This is an optimization exercise on Yosys and OpenROAD, whose aim is small area, a short achievable clock period and few clock cycles per item, not a production implementation.
RTL that was checked went through simulation tests only; none was proved equivalent to the original.
No activity file was given, so power comes from the tool's default toggle rates.

==> inputs of run a <==
// bicubic_resampler
module bicubic_resampler #(
    parameter int LEN_W = bicubic_pkg::LEN_W
) (
    input  wire logic              CLK,
    input  wire logic              RST,
    input  wire logic              start_i,
    input  wire logic [LEN_W-1:0]  src_len_i,
    input  wire logic [LEN_W-1:0]  dst_len_i,
    input  wire logic              src_valid_i,
    input  wire bicubic_pkg::pix_t src_pix_i,
    output logic                   src_ready_o,
    output logic                   out_valid_o,
    output bicubic_pkg::pix_t      out_pix_o,
    input  wire logic              out_ready_i,
    output logic                   done_o
);
Settings: LEC_CHECK=0, ABC_CLOCK_PERIOD_IN_PS=4000, CAP_MARGIN=20, CORE_MARGIN=2, CORE_UTILIZATION=40, SETUP_SLACK_MARGIN=5, SLEW_MARGIN=20, SYNTH_HIERARCHICAL=1; clock period 10.0 ns.
standard.sh (not shown) runs the stock make flow with config.mk's settings and CLKGATE_MAP_FILE= SYNTH_SCRIPT=/design/flow/synth_recipe.tcl, a recipe that flattens the netlist after the stock synthesis.
==> flow/flow/run.sh <==
#!/bin/bash
set -euo pipefail
sed 's/ SETUP_SLACK_MARGIN=[0-9.]* / SETUP_SLACK_MARGIN=7.0 /' standard.sh > standard_margin.sh
grep -q 'SETUP_SLACK_MARGIN=7.0' standard_margin.sh
bash standard_margin.sh > standard.log 2>&1
==> inputs of run b, as changes to run a <==
--- a/flow/design.v
+++ b/flow/design.v
@@ -990,30 +990,28 @@
     output logic                   src_ready_o,
     output logic                   out_valid_o,
     output bicubic_pkg::pix_t      out_pix_o,
     input  wire logic              out_ready_i,
     output logic                   done_o
 );
-    localparam int QN = 7;   
     logic             busy;        
     logic             done_r;
     logic [LEN_W-1:0] den;         
     logic [LEN_W-1:0] src_left;    
     logic             sl_nz;       
-    logic [7:0]       nb;          
-    logic             nbv;         
+    logic [7:0]       nb, nb1;     
+    logic             nbv, nbv1;   
     logic             srdy;        
     logic [LEN_W-1:0] out_left;    
     logic             ol_nz;       
     logic             k8;          
     logic             loaded;      
     logic             filling;     
     logic [1:0]       fsh;         
     logic             out0;        
     logic             prep;        
-    logic [QN-1:0]    oc;          
     logic [1:0]       dcnt;        
     logic             ddone;       
     logic [7:0]       kq;          
     logic [LEN_W-1:0] rr;          
     logic [7:0]       xr;          
     logic [7:0]       xn;          
@@ -1021,100 +1019,102 @@
     logic             sh;          
     logic [7:0]         p1, p2, p3;
     logic signed [10:0] ca;
     logic signed [9:0]  cs;        
     logic signed [8:0]  cc;
     logic signed [10:0] pa;        
-    logic start_go, pop, iss0, issr, iss, run, avail, step, take, win_sh, use_nb;
+    logic start_go, pop, adv, iss0, issr, iss, run, avail, step, take, win_sh, use_nb;
     logic [7:0] npix;
     logic [7:0] x_in;
     assign start_go = start_i && !busy;
     assign pop      = out_valid_o && out_ready_i;
-    assign run    = prep && ol_nz && !oc[QN-1];
+    assign adv      = !out_valid_o || out_ready_i;    
+    assign run    = prep && ol_nz && adv;
     assign avail  = nbv || !sl_nz;
     assign src_ready_o = srdy;
     assign take   = srdy && src_valid_i;
     assign step   = filling && avail;                     
-    assign iss0   = busy && loaded && !out0;
+    assign iss0   = busy && loaded && !out0 && adv;
     assign issr   = run && (!sh || avail);
     assign iss    = iss0 || issr;
     assign win_sh = (step && loaded) || (issr && sh);
     assign use_nb = nbv && (step || (issr && sh));
     assign npix   = nbv ? nb : p3;
     assign x_in   = out0 ? xr : 8'd0;
     logic [LEN_W+1:0] sd;          
-    logic [LEN_W:0]   t1, t2;
-    logic [LEN_W+1:0] u1, u2;
+    logic [LEN_W+3:0] u1, ua, ub;  
     logic [LEN_W-1:0] r1, r2;
     logic             q1, q2;
     always_comb begin
         sd = {1'b0, src_len_i, 1'b0} + {2'b01, ~dst_len_i};
-        t1 = {en, 1'b0};
-        u1 = {1'b0, t1} - {2'b00, den};
-        q1 = !u1[LEN_W+1];
-        r1 = q1 ? u1[LEN_W-1:0] : t1[LEN_W-1:0];
-        t2 = {r1, 1'b0};
-        u2 = {1'b0, t2} - {2'b00, den};
-        q2 = !u2[LEN_W+1];
-        r2 = q2 ? u2[LEN_W-1:0] : t2[LEN_W-1:0];
+        u1 = {3'b0, en, 1'b0} - {4'b0, den};
+        ub = {2'b0, en, 2'b0} - {4'b0, den};
+        ua = {2'b0, en, 2'b0} - {3'b0, den, 1'b0} - {4'b0, den};
+        q1 = !u1[LEN_W+3];
+        r1 = q1 ? u1[LEN_W-1:0] : {en[LEN_W-2:0], 1'b0};
+        if (q1) begin
+            q2 = !ua[LEN_W+3];
+            r2 = q2 ? ua[LEN_W-1:0] : {u1[LEN_W-2:0], 1'b0};
+        end else begin
+            q2 = !ub[LEN_W+3];
+            r2 = q2 ? ub[LEN_W-1:0] : {en[LEN_W-3:0], 2'b0};
+        end
     end
     logic       ecar;
     logic [8:0] xsum;
     logic [9:0] xcs;
     always_comb begin
         ecar = (en >= den);
         xcs  = {1'b0, xn, 1'b1} + {1'b0, kq, ecar};
         xsum = xcs[9:1];
     end
-    logic busy_n, out0_n, ddone_n, filling_n, prep_n, fin, sl_nz_n, nbv_n, ol_nz_n, sh_n, dlast;
-    logic [QN-1:0] oc_n;
+    logic busy_n, out0_n, ddone_n, filling_n, prep_n, fin, sl_nz_n, nbv_n, nbv1_n, ol_nz_n, sh_n, dlast;
     always_comb begin
         dlast     = !ddone && dcnt == 2'd3;
-        fin       = pop && oc[0] && !oc[1] && !ol_nz;     
+        fin       = pop && !(|v) && !ol_nz;               
         busy_n    = start_go || (busy && !fin);
         out0_n    = !start_go && (out0 || iss0);
         ddone_n   = !start_go && (ddone || dlast);
         filling_n = start_go || (filling && !(step && loaded && fsh == 2'd1));
         prep_n    = busy_n && out0_n && ddone_n && !filling_n;
         sl_nz_n   = start_go || (take ? (src_left != LEN_W'(1)) : sl_nz);
-        nbv_n     = !start_go && (take || (nbv && !use_nb));
+        nbv_n     = !start_go && (take || nbv1 || (nbv && !use_nb));
+        nbv1_n    = !start_go && (take ? (nbv && (nbv1 || !use_nb)) : (nbv1 && !use_nb));
         ol_nz_n   = start_go || (iss ? (out_left != LEN_W'(1)) : ol_nz);
-        if (iss && !pop)      oc_n = {oc[QN-2:0], 1'b1};
-        else if (!iss && pop) oc_n = {1'b0, oc[QN-1:1]};
-        else                  oc_n = oc;
         if (dlast)     sh_n = k8 | kq[6];
         else if (issr) sh_n = xsum[8] | k8;
         else           sh_n = sh;
     end
+    logic srdy_n;
+    assign srdy_n = (start_go || busy) && sl_nz_n && !nbv1_n;
     always_ff @(posedge CLK) begin
         if (RST) begin
             busy    <= 1'b0;
             done_r  <= 1'b0;
-            oc      <= '0;
             filling <= 1'b0;
             prep    <= 1'b0;
             srdy    <= 1'b0;
         end else begin
             busy    <= busy_n;
             filling <= filling_n;
             prep    <= prep_n;
-            oc      <= oc_n;
-            srdy    <= busy_n && sl_nz_n
-                       && (!nbv_n || filling_n || (prep_n && ol_nz_n && !oc_n[QN-1] && sh_n));
+            srdy    <= srdy_n;
             if (start_go) done_r <= 1'b0;
             else if (fin) done_r <= 1'b1;
         end
     end
     always_ff @(posedge CLK) begin
         out0  <= out0_n;
         ddone <= ddone_n;
         sl_nz <= sl_nz_n;
         nbv   <= nbv_n;
+        nbv1  <= nbv1_n;
         ol_nz <= ol_nz_n;
         sh    <= sh_n;
-        if (take) nb <= src_pix_i;
+        if (use_nb || !nbv) nb <= nbv1 ? nb1 : src_pix_i;
+        if (take) nb1 <= src_pix_i;
         if (dlast && !k8) den <= LEN_W'(den - r1);
         if (start_go) begin
             den      <= dst_len_i - 1'b1;
             k8       <= (src_len_i == dst_len_i);
             src_left <= src_len_i;
             out_left <= dst_len_i;
@@ -1147,17 +1147,17 @@
         end else if (issr) begin
             xr <= xn;
             xn <= xsum[7:0];
             en <= ecar ? LEN_W'(en - den) : LEN_W'(en + rr);
         end
     end
-    logic signed [10:0] na, npa;
+    logic signed [10:0] na, npb;
     logic signed [9:0]  ns;
     logic signed [8:0]  nc;
     bicubic_coef u_coef (.p1(p1), .p2(p2), .p3(p3), .n(npix), .pa(pa), .a(na), .s(ns), .c(nc));
-    bicubic_pnext u_pnext (.p2(p2), .p3(p3), .n(npix), .pn(npa));
+    bicubic_pnext u_pnext (.p2(p2), .p3(p3), .n(nb), .pn(npb));
     always_ff @(posedge CLK) begin
         if (step && !loaded) begin
             p1 <= nb;
             p2 <= nb;
             p3 <= nb;
             ca <= '0;
@@ -1168,13 +1168,13 @@
             p1 <= p2;
             p2 <= p3;
             p3 <= npix;
             ca <= na;
             cs <= ns;
             cc <= nc;
-            pa <= npa;
+            pa <= nbv ? npb : -$signed({3'b0, p2});    
         end
     end
     logic [5:1]         v;
     logic [11:0]        r1a, r1b;
     logic               r1c;
     logic [11:0]        h1;
@@ -1203,16 +1203,17 @@
     assign h2c = {~r2a, 1'b1} + {~r2b, r2c};
     bicubic_tree3 u_t3 (.hu({~h2[10], h2[9:0]}), .x(x4), .p(pp4), .ya(t3a), .yb(t3b), .yc(t3c));
     assign y3c = {~r3a, 1'b1} + {~r3b, r3c};
     assign y3  = y3c[10:1];
     assign res = y3[9] ? 8'd0 : (y3[8] ? 8'hff : y3[7:0]);
     always_ff @(posedge CLK) begin
-        if (RST) v <= '0;
-        else     v <= {v[4:1], iss};
+        if (RST)      v <= '0;
+        else if (adv) v <= {v[4:1], iss};
     end
     always_ff @(posedge CLK) begin
+        if (adv) begin
         r1a <= t1a;
         r1b <= t1b;
         r1c <= t1c;
         c1  <= cc;
         pp1 <= p1;
         x1  <= x_in;
@@ -1228,36 +1229,23 @@
         h2  <= h2c[11:1];
         pp4 <= pp3;
         x4  <= x3;
         r3a <= t3a;
         r3b <= t3b;
         r3c <= t3c;
-    end
-    logic [7:0]    qe [QN];
-    logic [QN-1:0] qv;
-    logic [QN-1:0] qv_hold, qv_pop;
-    logic [7:0]    qe_hold [QN];
-    logic [7:0]    qe_pop [QN];
-    always_comb begin
-        qv_hold = v[5] ? {qv[QN-2:0], 1'b1} : qv;
-        qv_pop  = v[5] ? qv : {1'b0, qv[QN-1:1]};
-        for (int i = 0; i < QN; i++) begin
-            qe_hold[i] = (v[5] && !qv[i] && (i == 0 || qv[(i + QN - 1) % QN])) ? res : qe[i];
-            if (i == QN - 1) qe_pop[i] = qe[i];
-            else qe_pop[i] = (v[5] && qv[i] && !qv[(i + 1) % QN]) ? res : qe[(i + 1) % QN];
         end
     end
+    logic       qv;
+    logic [7:0] qe;
     always_ff @(posedge CLK) begin
-        if (RST) qv <= '0;
-        else     qv <= pop ? qv_pop : qv_hold;
-        for (int i = 0; i < QN; i++) begin
-            qe[i] <= pop ? qe_pop[i] : qe_hold[i];
-        end
+        if (RST)      qv <= 1'b0;
+        else if (adv) qv <= v[5];
+        if (adv) qe <= res;
     end
-    assign out_valid_o = qv[0];
-    assign out_pix_o   = qe[0];
+    assign out_valid_o = qv;
+    assign out_pix_o   = qe;
     assign done_o      = done_r;
 endmodule
 module bicubic_coef (
     input  wire logic [7:0]         p1,
     input  wire logic [7:0]         p2,
     input  wire logic [7:0]         p3,
==> flow/flow/run.sh (replaced) <==
#!/bin/bash
set -euo pipefail
sed 's/ SETUP_SLACK_MARGIN=[0-9.]* / SETUP_SLACK_MARGIN=6.6 /' standard.sh > standard_margin.sh
grep -q 'SETUP_SLACK_MARGIN=6.6' standard_margin.sh
bash standard_margin.sh > standard.log 2>&1
==> inputs of run c, as changes to run a <==
--- a/flow/design.v
+++ b/flow/design.v
@@ -1039,26 +1039,29 @@
     assign iss    = iss0 || issr;
     assign win_sh = (step && loaded) || (issr && sh);
     assign use_nb = nbv && (step || (issr && sh));
     assign npix   = nbv ? nb : p3;
     assign x_in   = out0 ? xr : 8'd0;
     logic [LEN_W+1:0] sd;          
-    logic [LEN_W:0]   t1, t2;
-    logic [LEN_W+1:0] u1, u2;
+    logic [LEN_W+3:0] u1, ua, ub;  
     logic [LEN_W-1:0] r1, r2;
     logic             q1, q2;
     always_comb begin
         sd = {1'b0, src_len_i, 1'b0} + {2'b01, ~dst_len_i};
-        t1 = {en, 1'b0};
-        u1 = {1'b0, t1} - {2'b00, den};
-        q1 = !u1[LEN_W+1];
-        r1 = q1 ? u1[LEN_W-1:0] : t1[LEN_W-1:0];
-        t2 = {r1, 1'b0};
-        u2 = {1'b0, t2} - {2'b00, den};
-        q2 = !u2[LEN_W+1];
-        r2 = q2 ? u2[LEN_W-1:0] : t2[LEN_W-1:0];
+        u1 = {3'b0, en, 1'b0} - {4'b0, den};
+        ub = {2'b0, en, 2'b0} - {4'b0, den};
+        ua = {2'b0, en, 2'b0} - {3'b0, den, 1'b0} - {4'b0, den};
+        q1 = !u1[LEN_W+3];
+        r1 = q1 ? u1[LEN_W-1:0] : {en[LEN_W-2:0], 1'b0};
+        if (q1) begin
+            q2 = !ua[LEN_W+3];
+            r2 = q2 ? ua[LEN_W-1:0] : {u1[LEN_W-2:0], 1'b0};
+        end else begin
+            q2 = !ub[LEN_W+3];
+            r2 = q2 ? ub[LEN_W-1:0] : {en[LEN_W-3:0], 2'b0};
+        end
     end
     logic       ecar;
     logic [8:0] xsum;
     logic [9:0] xcs;
     always_comb begin
         ecar = (en >= den);
==> flow/flow/run.sh (replaced) <==
#!/bin/bash
set -euo pipefail
sed 's/ SETUP_SLACK_MARGIN=[0-9.]* / SETUP_SLACK_MARGIN=6.6 /' standard.sh > standard_margin.sh
grep -q 'SETUP_SLACK_MARGIN=6.6' standard_margin.sh
bash standard_margin.sh > standard.log 2>&1
==> results.cfg <==
[clock_network]
path_clk_slew_ns = 0.06
cts_buffers = 43

[global_route]
grt_pass1_vias = 19700
grt_max_degree = 51

[layout]
clock_area_share_pct = 4.76

[synthesis]
syn_nets = 3267

[sta]
fin_hold_ws_ns = 0.326

[worst_hold_path]
whs_endpoint = x2[5]

[outcome]
status = no timing/DRC/antenna violations

[routing]
dr.pass1.iters = 6
met1_length_microns = 28000
routed_wirelength_microns = 61300
the above is filed under run c

==> results.cfg <==
[outcome]
status = no timing/DRC/antenna violations

[routing]
met1_length_microns = 25400
dr.pass1.iters = 5
routed_wirelength_microns = 58400

[layout]
stdcell_count = 3546
clock_area_share_pct = 4.77
fin_nets = 3124

[sta]
fin_hold_ws_ns = 0.410

[clock_network]
cts_buffers = 41
path_clk_slew_ns = 0.06

[global_route]
grt_pass1_vias = 19000
grt_max_degree = 95

[floorplan]
start_util_pct = 40.6

[worst_hold_path]
whs_endpoint = pp2[4]

[synthesis]
syn_nets = 3056
the above is filed under run b

==> results.cfg <==
[global_route]
grt_pass1_vias = 19400
grt_max_degree = 50
use_met1_pct = 23.1

[routing]
dr.pass1.iters = 5
routedWlPerCell_microns = 16.5
met1_length_microns = 27000

[outcome]
status = no timing/DRC/antenna violations

[clock_network]
cts_buffers = 44

[layout]
clock_area_share_pct = 5.28
area_delta_synth_final_pct = 16.8
final-seq-area_sq_mm = 0.00961

[worst_hold_path]
whs_endpoint = x2[4]
hold_depth = 0

[sta]
fin_hold_ws_ns = 0.321

[power]
static-leakage-power_nw = 12.9
the above is filed under run a

Testbench counts of run a, summed over its fixed seeds: cycles 18,916, items 16,987.
Only the layout flow was run in run b and run c; the RTL was not checked for function there.


==> nickel <==
bicubic_resampler, a different RTL version from the one above (not shown whole).
export LEC_CHECK = 0
export ABC_CLOCK_PERIOD_IN_PS = 4000
export CAP_MARGIN = 20
export CORE_MARGIN = 2
export CORE_UTILIZATION = 40
export SETUP_SLACK_MARGIN = 5
export SLEW_MARGIN = 20
export SYNTH_HIERARCHICAL = 1
create_clock -name core_clock -period 10.0 [get_ports {CLK}]
==> flow/flow/run.sh <==
#!/bin/bash
set -euo pipefail
sed 's/ SETUP_SLACK_MARGIN=[0-9.]* / SETUP_SLACK_MARGIN=6.6 /' standard.sh > standard_margin.sh
grep -q 'SETUP_SLACK_MARGIN=6.6' standard_margin.sh
bash standard_margin.sh > standard.log 2>&1
==> yarrow: changes against nickel <==
--- a/flow/design.v
+++ b/flow/design.v
@@ -34,18 +34,12 @@
 module csa_ha (input wire a, input wire b, output wire s, output wire co);
     assign s  = a ^ b;
     assign co = a & b;
 endmodule
 module csa_hai (input wire a, input wire b, output wire s, output wire co);
-    csa_xnor u_s (.a(a), .b(b), .y(s));
-    csa_or   u_c (.a(a), .b(b), .y(co));
-endmodule
-module csa_xnor (input wire a, input wire b, output wire y);
-    assign y = ~(a ^ b);
-endmodule
-module csa_or (input wire a, input wire b, output wire y);
-    assign y = a | b;
+    assign s  = ~(a ^ b);
+    assign co = a | b;
 endmodule
 module bicubic_tree1 (
     input wire [10:0] au,
     input wire [7:0] x,
     input wire [9:0] su,
@@ -337,14 +331,14 @@
     csa_fa ft183 (.a(t118), .b(t149), .c(t148), .s(t183), .co(t184));
     csa_fa ft185 (.a(t151), .b(t120), .c(t150), .s(t185), .co(t186));
     csa_hai ht187 (.a(au[10]), .b(t152), .s(t187), .co(t188));
     wire [19:0] ra = {t186, t184, t182, t180, t178, t176, t174, t172, t170, t168, t166, t164, t162, t160, t158, t156, t154, t153, ~(au[0] & x[1]), ~(au[0] & x[0])};
     wire [19:0] rb = {t187, t185, t183, t181, t179, t177, t175, t173, t171, t169, t167, t165, t163, t161, t159, t157, t155, ~(au[2] & x[0]), ~(au[1] & x[0]), 1'b1};
-    wire [9:0] lo = {1'b0, ra[7:0], 1'b1} + {1'b0, rb[7:0], 1'b1};
+    wire [8:0] lo = {1'b0, ~ra[7:0]} + {1'b0, ~rb[7:0]};
     assign ya = ra[19:8];
     assign yb = rb[19:8];
-    assign yc = ~lo[9];
+    assign yc = lo[8];
 endmodule
 module bicubic_tree2 (
     input wire [11:0] hu,
     input wire [7:0] x,
     input wire [8:0] cu,
@@ -615,14 +609,14 @@
     csa_fa ft169 (.a(t102), .b(t134), .c(t135), .s(t169), .co(t170));
     csa_fa ft171 (.a(t106), .b(t137), .c(t136), .s(t171), .co(t172));
     csa_fa ft173 (.a(t108), .b(t139), .c(t138), .s(t173), .co(t174));
     wire [18:0] ra = {t172, t170, t168, t166, t164, t162, t160, t158, t156, t154, t152, t150, t148, t146, t144, t142, t141, ~(hu[0] & x[1]), ~(hu[0] & x[0])};
     wire [18:0] rb = {t173, t171, t169, t167, t165, t163, t161, t159, t157, t155, t153, t151, t149, t147, t145, t143, ~(hu[2] & x[0]), ~(hu[1] & x[0]), 1'b1};
-    wire [9:0] lo = {1'b0, ra[7:0], 1'b1} + {1'b0, rb[7:0], 1'b1};
+    wire [8:0] lo = {1'b0, ~ra[7:0]} + {1'b0, ~rb[7:0]};
     assign ya = ra[18:8];
     assign yb = rb[18:8];
-    assign yc = ~lo[9];
+    assign yc = lo[8];
 endmodule
 module bicubic_tree3 (
     input wire [10:0] hu,
     input wire [7:0] x,
     input wire [7:0] p,
@@ -871,14 +865,14 @@
     csa_fa ft155 (.a(t94), .b(t123), .c(t122), .s(t155), .co(t156));
     csa_fa ft157 (.a(t125), .b(t96), .c(t124), .s(t157), .co(t158));
     csa_hai ht159 (.a(1'b0), .b(t126), .s(t159), .co(t160));
     wire [18:0] ra = {t158, t156, t154, t152, t150, t148, t146, t144, t142, t140, t138, t136, t134, t132, t130, t128, t127, ~(hu[0] & x[1]), ~(hu[0] & x[0])};
     wire [18:0] rb = {t159, t157, t155, t153, t151, t149, t147, t145, t143, t141, t139, t137, t135, t133, t131, t129, ~(hu[2] & x[0]), ~(hu[1] & x[0]), 1'b1};
-    wire [10:0] lo = {1'b0, ra[8:0], 1'b1} + {1'b0, rb[8:0], 1'b1};
+    wire [9:0] lo = {1'b0, ~ra[8:0]} + {1'b0, ~rb[8:0]};
     assign ya = ra[18:9];
     assign yb = rb[18:9];
-    assign yc = ~lo[10];
+    assign yc = lo[9];
 endmodule
 `default_nettype wire
 `timescale 1ns/1ps
 `default_nettype none
 module bicubic_pnext (
@@ -997,28 +991,26 @@
     output logic                   out_valid_o,
     output bicubic_pkg::pix_t      out_pix_o,
     input  wire logic              out_ready_i,
     output logic                   done_o
 );
-    localparam int QN = 7;   
     logic             busy;        
     logic             done_r;
     logic [LEN_W-1:0] den;         
     logic [LEN_W-1:0] src_left;    
     logic             sl_nz;       
-    logic [7:0]       nb;          
-    logic             nbv;         
+    logic [7:0]       nb, nb1;     
+    logic             nbv, nbv1;   
     logic             srdy;        
     logic [LEN_W-1:0] out_left;    
     logic             ol_nz;       
     logic             k8;          
     logic             loaded;      
     logic             filling;     
     logic [1:0]       fsh;         
     logic             out0;        
     logic             prep;        
-    logic [QN-1:0]    oc;          
     logic [1:0]       dcnt;        
     logic             ddone;       
     logic [7:0]       kq;          
     logic [LEN_W-1:0] rr;          
     logic [7:0]       xr;          
@@ -1028,21 +1020,22 @@
     logic [7:0]         p1, p2, p3;
     logic signed [10:0] ca;
     logic signed [9:0]  cs;        
     logic signed [8:0]  cc;
     logic signed [10:0] pa;        
-    logic start_go, pop, iss0, issr, iss, run, avail, step, take, win_sh, use_nb;
+    logic start_go, pop, adv, iss0, issr, iss, run, avail, step, take, win_sh, use_nb;
     logic [7:0] npix;
     logic [7:0] x_in;
     assign start_go = start_i && !busy;
     assign pop      = out_valid_o && out_ready_i;
-    assign run    = prep && ol_nz && !oc[QN-1];
+    assign adv      = !out_valid_o || out_ready_i;    
+    assign run    = prep && ol_nz && adv;
     assign avail  = nbv || !sl_nz;
     assign src_ready_o = srdy;
     assign take   = srdy && src_valid_i;
     assign step   = filling && avail;                     
-    assign iss0   = busy && loaded && !out0;
+    assign iss0   = busy && loaded && !out0 && adv;
     assign issr   = run && (!sh || avail);
     assign iss    = iss0 || issr;
     assign win_sh = (step && loaded) || (issr && sh);
     assign use_nb = nbv && (step || (issr && sh));
     assign npix   = nbv ? nb : p3;
@@ -1072,76 +1065,55 @@
     always_comb begin
         ecar = (en >= den);
         xcs  = {1'b0, xn, 1'b1} + {1'b0, kq, ecar};
         xsum = xcs[9:1];
     end
-    logic busy_n, out0_n, ddone_n, filling_n, prep_n, fin, sl_nz_n, nbv_n, ol_nz_n, sh_n, dlast;
-    logic [QN-1:0] oc_n;
+    logic busy_n, out0_n, ddone_n, filling_n, prep_n, fin, sl_nz_n, nbv_n, nbv1_n, ol_nz_n, sh_n, dlast;
     always_comb begin
         dlast     = !ddone && dcnt == 2'd3;
-        fin       = pop && oc[0] && !oc[1] && !ol_nz;     
+        fin       = pop && !(|v) && !ol_nz;               
         busy_n    = start_go || (busy && !fin);
         out0_n    = !start_go && (out0 || iss0);
         ddone_n   = !start_go && (ddone || dlast);
         filling_n = start_go || (filling && !(step && loaded && fsh == 2'd1));
         prep_n    = busy_n && out0_n && ddone_n && !filling_n;
         sl_nz_n   = start_go || (take ? (src_left != LEN_W'(1)) : sl_nz);
-        nbv_n     = !start_go && (take || (nbv && !use_nb));
+        nbv_n     = !start_go && (take || nbv1 || (nbv && !use_nb));
+        nbv1_n    = !start_go && (take ? (nbv && (nbv1 || !use_nb)) : (nbv1 && !use_nb));
         ol_nz_n   = start_go || (iss ? (out_left != LEN_W'(1)) : ol_nz);
-        if (iss && !pop)      oc_n = {oc[QN-2:0], 1'b1};
-        else if (!iss && pop) oc_n = {1'b0, oc[QN-1:1]};
-        else                  oc_n = oc;
         if (dlast)     sh_n = k8 | kq[6];
         else if (issr) sh_n = xsum[8] | k8;
         else           sh_n = sh;
     end
     logic srdy_n;
-    logic [3:0] srdy_c;
-    always_comb begin
-        for (int k = 0; k < 4; k++) begin
-            logic tk, pp;
-            logic sl_nz_k, nbv_k, full_k;
-            tk = k[0];
-            pp = k[1];
-            sl_nz_k = start_go || (tk ? (src_left != LEN_W'(1)) : sl_nz);
-            nbv_k   = !start_go && (tk || (nbv && !use_nb));
-            if (iss && !pp)      full_k = oc[QN-2];
-            else if (!iss && pp) full_k = 1'b0;
-            else                 full_k = oc[QN-1];
-            srdy_c[k] = (start_go || busy) && sl_nz_k
-                        && (!nbv_k || filling_n
-                            || ((start_go || busy) && out0_n && ddone_n && !filling_n
-                                && ol_nz_n && !full_k && sh_n));
-        end
-        srdy_n = srdy_c[{pop, take}];
-    end
+    assign srdy_n = (start_go || busy) && sl_nz_n && !nbv1_n;
     always_ff @(posedge CLK) begin
         if (RST) begin
             busy    <= 1'b0;
             done_r  <= 1'b0;
-            oc      <= '0;
             filling <= 1'b0;
             prep    <= 1'b0;
             srdy    <= 1'b0;
         end else begin
             busy    <= busy_n;
             filling <= filling_n;
             prep    <= prep_n;
-            oc      <= oc_n;
             srdy    <= srdy_n;
             if (start_go) done_r <= 1'b0;
             else if (fin) done_r <= 1'b1;
         end
     end
     always_ff @(posedge CLK) begin
         out0  <= out0_n;
         ddone <= ddone_n;
         sl_nz <= sl_nz_n;
         nbv   <= nbv_n;
+        nbv1  <= nbv1_n;
         ol_nz <= ol_nz_n;
         sh    <= sh_n;
-        if (take) nb <= src_pix_i;
+        if (use_nb || !nbv) nb <= nbv1 ? nb1 : src_pix_i;
+        if (take) nb1 <= src_pix_i;
         if (dlast && !k8) den <= LEN_W'(den - r1);
         if (start_go) begin
             den      <= dst_len_i - 1'b1;
             k8       <= (src_len_i == dst_len_i);
             src_left <= src_len_i;
@@ -1224,67 +1196,55 @@
     logic [11:0] h2c;
     logic [10:0] y3c;
     logic [9:0]  y3;
     logic [7:0]  res;
     bicubic_tree1 u_t1 (.au({~ca[10], ca[9:0]}), .x(x_in), .su({~cs[9], cs[8:0]}), .ya(t1a), .yb(t1b), .yc(t1c));
-    assign h1c = {r1a, 1'b1} + {r1b, ~r1c};
+    assign h1c = {~r1a, 1'b1} + {~r1b, r1c};
     bicubic_tree2 u_t2 (.hu({~h1[11], h1[10:0]}), .x(x2), .cu({~c2[8], c2[7:0]}), .ya(t2a), .yb(t2b), .yc(t2c));
-    assign h2c = {r2a, 1'b1} + {r2b, ~r2c};
+    assign h2c = {~r2a, 1'b1} + {~r2b, r2c};
     bicubic_tree3 u_t3 (.hu({~h2[10], h2[9:0]}), .x(x4), .p(pp4), .ya(t3a), .yb(t3b), .yc(t3c));
-    assign y3c = {r3a, 1'b1} + {r3b, ~r3c};
-    assign y3  = ~y3c[10:1];
+    assign y3c = {~r3a, 1'b1} + {~r3b, r3c};
+    assign y3  = y3c[10:1];
     assign res = y3[9] ? 8'd0 : (y3[8] ? 8'hff : y3[7:0]);
     always_ff @(posedge CLK) begin
-        if (RST) v <= '0;
-        else     v <= {v[4:1], iss};
+        if (RST)      v <= '0;
+        else if (adv) v <= {v[4:1], iss};
     end
     always_ff @(posedge CLK) begin
+        if (adv) begin
         r1a <= t1a;
         r1b <= t1b;
         r1c <= t1c;
         c1  <= cc;
         pp1 <= p1;
         x1  <= x_in;
-        h1  <= ~h1c[12:1];
+        h1  <= h1c[12:1];
         c2  <= c1;
         pp2 <= pp1;
         x2  <= x1;
         r2a <= t2a;
         r2b <= t2b;
         r2c <= t2c;
         pp3 <= pp2;
         x3  <= x2;
-        h2  <= ~h2c[11:1];
+        h2  <= h2c[11:1];
         pp4 <= pp3;
         x4  <= x3;
         r3a <= t3a;
         r3b <= t3b;
         r3c <= t3c;
-    end
-    logic [7:0]    qe [QN];
-    logic [QN-1:0] qv;
-    logic [QN-1:0] qv_hold, qv_pop;
-    logic [7:0]    qe_hold [QN];
-    logic [7:0]    qe_pop [QN];
-    always_comb begin
-        qv_hold = v[5] ? {qv[QN-2:0], 1'b1} : qv;
-        qv_pop  = v[5] ? qv : {1'b0, qv[QN-1:1]};
-        for (int i = 0; i < QN; i++) begin
-            qe_hold[i] = (v[5] && !qv[i] && (i == 0 || qv[(i + QN - 1) % QN])) ? res : qe[i];
-            if (i == QN - 1) qe_pop[i] = qe[i];
-            else qe_pop[i] = (v[5] && qv[i] && !qv[(i + 1) % QN]) ? res : qe[(i + 1) % QN];
         end
     end
+    logic       qv;
+    logic [7:0] qe;
     always_ff @(posedge CLK) begin
-        if (RST) qv <= '0;
-        else     qv <= pop ? qv_pop : qv_hold;
-        for (int i = 0; i < QN; i++) begin
-            qe[i] <= pop ? qe_pop[i] : qe_hold[i];
-        end
+        if (RST)      qv <= 1'b0;
+        else if (adv) qv <= v[5];
+        if (adv) qe <= res;
     end
-    assign out_valid_o = qv[0];
-    assign out_pix_o   = qe[0];
+    assign out_valid_o = qv;
+    assign out_pix_o   = qe;
     assign done_o      = done_r;
 endmodule
 module bicubic_coef (
     input  wire logic [7:0]         p1,
     input  wire logic [7:0]         p2,
Settings changed: CTS_BUF_LIST set to sky130_fd_sc_hd__clkbuf_8.
==> ember: changes against nickel <==
--- a/flow/design.v
+++ b/flow/design.v
@@ -34,18 +34,12 @@
 module csa_ha (input wire a, input wire b, output wire s, output wire co);
     assign s  = a ^ b;
     assign co = a & b;
 endmodule
 module csa_hai (input wire a, input wire b, output wire s, output wire co);
-    csa_xnor u_s (.a(a), .b(b), .y(s));
-    csa_or   u_c (.a(a), .b(b), .y(co));
-endmodule
-module csa_xnor (input wire a, input wire b, output wire y);
-    assign y = ~(a ^ b);
-endmodule
-module csa_or (input wire a, input wire b, output wire y);
-    assign y = a | b;
+    assign s  = ~(a ^ b);
+    assign co = a | b;
 endmodule
 module bicubic_tree1 (
     input wire [10:0] au,
     input wire [7:0] x,
     input wire [9:0] su,
@@ -337,14 +331,14 @@
     csa_fa ft183 (.a(t118), .b(t149), .c(t148), .s(t183), .co(t184));
     csa_fa ft185 (.a(t151), .b(t120), .c(t150), .s(t185), .co(t186));
     csa_hai ht187 (.a(au[10]), .b(t152), .s(t187), .co(t188));
     wire [19:0] ra = {t186, t184, t182, t180, t178, t176, t174, t172, t170, t168, t166, t164, t162, t160, t158, t156, t154, t153, ~(au[0] & x[1]), ~(au[0] & x[0])};
     wire [19:0] rb = {t187, t185, t183, t181, t179, t177, t175, t173, t171, t169, t167, t165, t163, t161, t159, t157, t155, ~(au[2] & x[0]), ~(au[1] & x[0]), 1'b1};
-    wire [9:0] lo = {1'b0, ra[7:0], 1'b1} + {1'b0, rb[7:0], 1'b1};
+    wire [8:0] lo = {1'b0, ~ra[7:0]} + {1'b0, ~rb[7:0]};
     assign ya = ra[19:8];
     assign yb = rb[19:8];
-    assign yc = ~lo[9];
+    assign yc = lo[8];
 endmodule
 module bicubic_tree2 (
     input wire [11:0] hu,
     input wire [7:0] x,
     input wire [8:0] cu,
@@ -615,14 +609,14 @@
     csa_fa ft169 (.a(t102), .b(t134), .c(t135), .s(t169), .co(t170));
     csa_fa ft171 (.a(t106), .b(t137), .c(t136), .s(t171), .co(t172));
     csa_fa ft173 (.a(t108), .b(t139), .c(t138), .s(t173), .co(t174));
     wire [18:0] ra = {t172, t170, t168, t166, t164, t162, t160, t158, t156, t154, t152, t150, t148, t146, t144, t142, t141, ~(hu[0] & x[1]), ~(hu[0] & x[0])};
     wire [18:0] rb = {t173, t171, t169, t167, t165, t163, t161, t159, t157, t155, t153, t151, t149, t147, t145, t143, ~(hu[2] & x[0]), ~(hu[1] & x[0]), 1'b1};
-    wire [9:0] lo = {1'b0, ra[7:0], 1'b1} + {1'b0, rb[7:0], 1'b1};
+    wire [8:0] lo = {1'b0, ~ra[7:0]} + {1'b0, ~rb[7:0]};
     assign ya = ra[18:8];
     assign yb = rb[18:8];
-    assign yc = ~lo[9];
+    assign yc = lo[8];
 endmodule
 module bicubic_tree3 (
     input wire [10:0] hu,
     input wire [7:0] x,
     input wire [7:0] p,
@@ -871,14 +865,14 @@
     csa_fa ft155 (.a(t94), .b(t123), .c(t122), .s(t155), .co(t156));
     csa_fa ft157 (.a(t125), .b(t96), .c(t124), .s(t157), .co(t158));
     csa_hai ht159 (.a(1'b0), .b(t126), .s(t159), .co(t160));
     wire [18:0] ra = {t158, t156, t154, t152, t150, t148, t146, t144, t142, t140, t138, t136, t134, t132, t130, t128, t127, ~(hu[0] & x[1]), ~(hu[0] & x[0])};
     wire [18:0] rb = {t159, t157, t155, t153, t151, t149, t147, t145, t143, t141, t139, t137, t135, t133, t131, t129, ~(hu[2] & x[0]), ~(hu[1] & x[0]), 1'b1};
-    wire [10:0] lo = {1'b0, ra[8:0], 1'b1} + {1'b0, rb[8:0], 1'b1};
+    wire [9:0] lo = {1'b0, ~ra[8:0]} + {1'b0, ~rb[8:0]};
     assign ya = ra[18:9];
     assign yb = rb[18:9];
-    assign yc = ~lo[10];
+    assign yc = lo[9];
 endmodule
 `default_nettype wire
 `timescale 1ns/1ps
 `default_nettype none
 module bicubic_pnext (
@@ -1224,16 +1218,16 @@
     logic [11:0] h2c;
     logic [10:0] y3c;
     logic [9:0]  y3;
     logic [7:0]  res;
     bicubic_tree1 u_t1 (.au({~ca[10], ca[9:0]}), .x(x_in), .su({~cs[9], cs[8:0]}), .ya(t1a), .yb(t1b), .yc(t1c));
-    assign h1c = {r1a, 1'b1} + {r1b, ~r1c};
+    assign h1c = {~r1a, 1'b1} + {~r1b, r1c};
     bicubic_tree2 u_t2 (.hu({~h1[11], h1[10:0]}), .x(x2), .cu({~c2[8], c2[7:0]}), .ya(t2a), .yb(t2b), .yc(t2c));
-    assign h2c = {r2a, 1'b1} + {r2b, ~r2c};
+    assign h2c = {~r2a, 1'b1} + {~r2b, r2c};
     bicubic_tree3 u_t3 (.hu({~h2[10], h2[9:0]}), .x(x4), .p(pp4), .ya(t3a), .yb(t3b), .yc(t3c));
-    assign y3c = {r3a, 1'b1} + {r3b, ~r3c};
-    assign y3  = ~y3c[10:1];
+    assign y3c = {~r3a, 1'b1} + {~r3b, r3c};
+    assign y3  = y3c[10:1];
     assign res = y3[9] ? 8'd0 : (y3[8] ? 8'hff : y3[7:0]);
     always_ff @(posedge CLK) begin
         if (RST) v <= '0;
         else     v <= {v[4:1], iss};
     end
@@ -1242,20 +1236,20 @@
         r1b <= t1b;
         r1c <= t1c;
         c1  <= cc;
         pp1 <= p1;
         x1  <= x_in;
-        h1  <= ~h1c[12:1];
+        h1  <= h1c[12:1];
         c2  <= c1;
         pp2 <= pp1;
         x2  <= x1;
         r2a <= t2a;
         r2b <= t2b;
         r2c <= t2c;
         pp3 <= pp2;
         x3  <= x2;
-        h2  <= ~h2c[11:1];
+        h2  <= h2c[11:1];
         pp4 <= pp3;
         x4  <= x3;
         r3a <= t3a;
         r3b <= t3b;
         r3c <= t3c;
==> flow/flow/run.sh (replaced) <==
#!/bin/bash
set -euo pipefail
sed 's/ SETUP_SLACK_MARGIN=[0-9.]* / SETUP_SLACK_MARGIN=6.6 BUFFER_PORTS_ARGS="-buffer_cell sky130_fd_sc_hd__buf_2" /' \
    standard.sh > standard_margin.sh
grep -q 'SETUP_SLACK_MARGIN=6.6' standard_margin.sh
bash standard_margin.sh > standard.log 2>&1
==> results.txt <==
quantity	yarrow	nickel	ember
GR met3 Demand/Resource	0.0293	0.0266	0.0284
Number of buffers other than clock buffers in the final layout	165	143	101
Register-to-register setup slack	6.31 ns	6.34 ns	6.31 ns
Hold Crit Start	x3[0]$_DFFE_PN_	pp1[7]$_DFF_P_	pp1[6]$_DFF_P_
Proportion of power drawn by flip-flops and latches	0.277	0.275	0.287
Fraction of power spent switching nets	0.405	0.399	0.395
Die span in y	263 µm	263 µm	266 µm
Met3 wirelength from detailed routing	2950 µm	2640 µm	2590 µm
Fraction of layout instances using a drive strength above 1	0.144	0.160	0.130
Final weighted congestion of routability-driven global placement	0.893	0.883	0.888
Cell internal power dissipation	5250 µW	5750 µW	5700 µW
Via count of the first global-routing pass	19174	19000	19005
Power in the clock group	1420 µW	1640 µW	1770 µW
Met1 wire length	25000 µm	27100 µm	26500 µm
Switching power	3570 µW	3810 µW	3720 µW
Initial core utilization	0.406	0.406	0.406
Sequential Power	2440 µW	2630 µW	2700 µW
NonClk Buf Share	0.0454	0.0390	0.0228
Number of warnings issued by yosys	7	10	10
Run status	no timing/DRC/antenna violations	no timing/DRC/antenna violations	no timing/DRC/antenna violations
Ratio of final minimum period to clock period	0.369	0.366	0.369
Vias per inst	5.09	5.22	5.07
Placed inst area	27600 µm²	27500 µm²	28000 µm²
Testbench counts of ember, summed over its fixed seeds: cycles 18,916, items 16,987.
Function not checked in nickel and yarrow: the RTL went through the layout flow alone.

-- re-timing with driven ports --
How much do the figures lean on ideal ports? The routed layouts below were timed once more, with nothing changed but the port constraints. Step 1 assumes that a clkbuf_16 drives the clock port and a buf_2 every other input. Step 2 times the ports against the registers' clock, not the clock port: input delays grow and output delays shrink by t, the midpoint of the rising clock arrivals with the driver on. Three values: ideal ports, drivers, drivers and shift; two values: the first two.
run	t, ns	setup WS [ns]	worst setup path after step 2	worst register clock-pin slew, ns	worst data-port slew with drivers (ns)
run a	0.633	6.152 / 6.152 / 5.744	input to register	0.07 / 0.07	0.04
run b	0.627	6.358 / 6.358 / 5.973	input to register	0.06 / 0.06	0.03
run c	0.631	6.345 / 6.349 / 5.718	input to register	0.06 / 0.06	0.06
nickel	0.621	6.343 / 6.343 / 6.028	input to register	0.07 / 0.07	0.08
yarrow	0.710	6.309 / 6.309 / 5.841	input to register	0.07 / 0.07	0.03
ember	0.635	6.311 / 6.311 / 6.117	input to register	0.06 / 0.06	0.05
After both steps every run listed still meets setup and hold. The setup slack of run c, which loses most, moves by +0.004 ns with the drivers and by -0.627 ns with both steps.
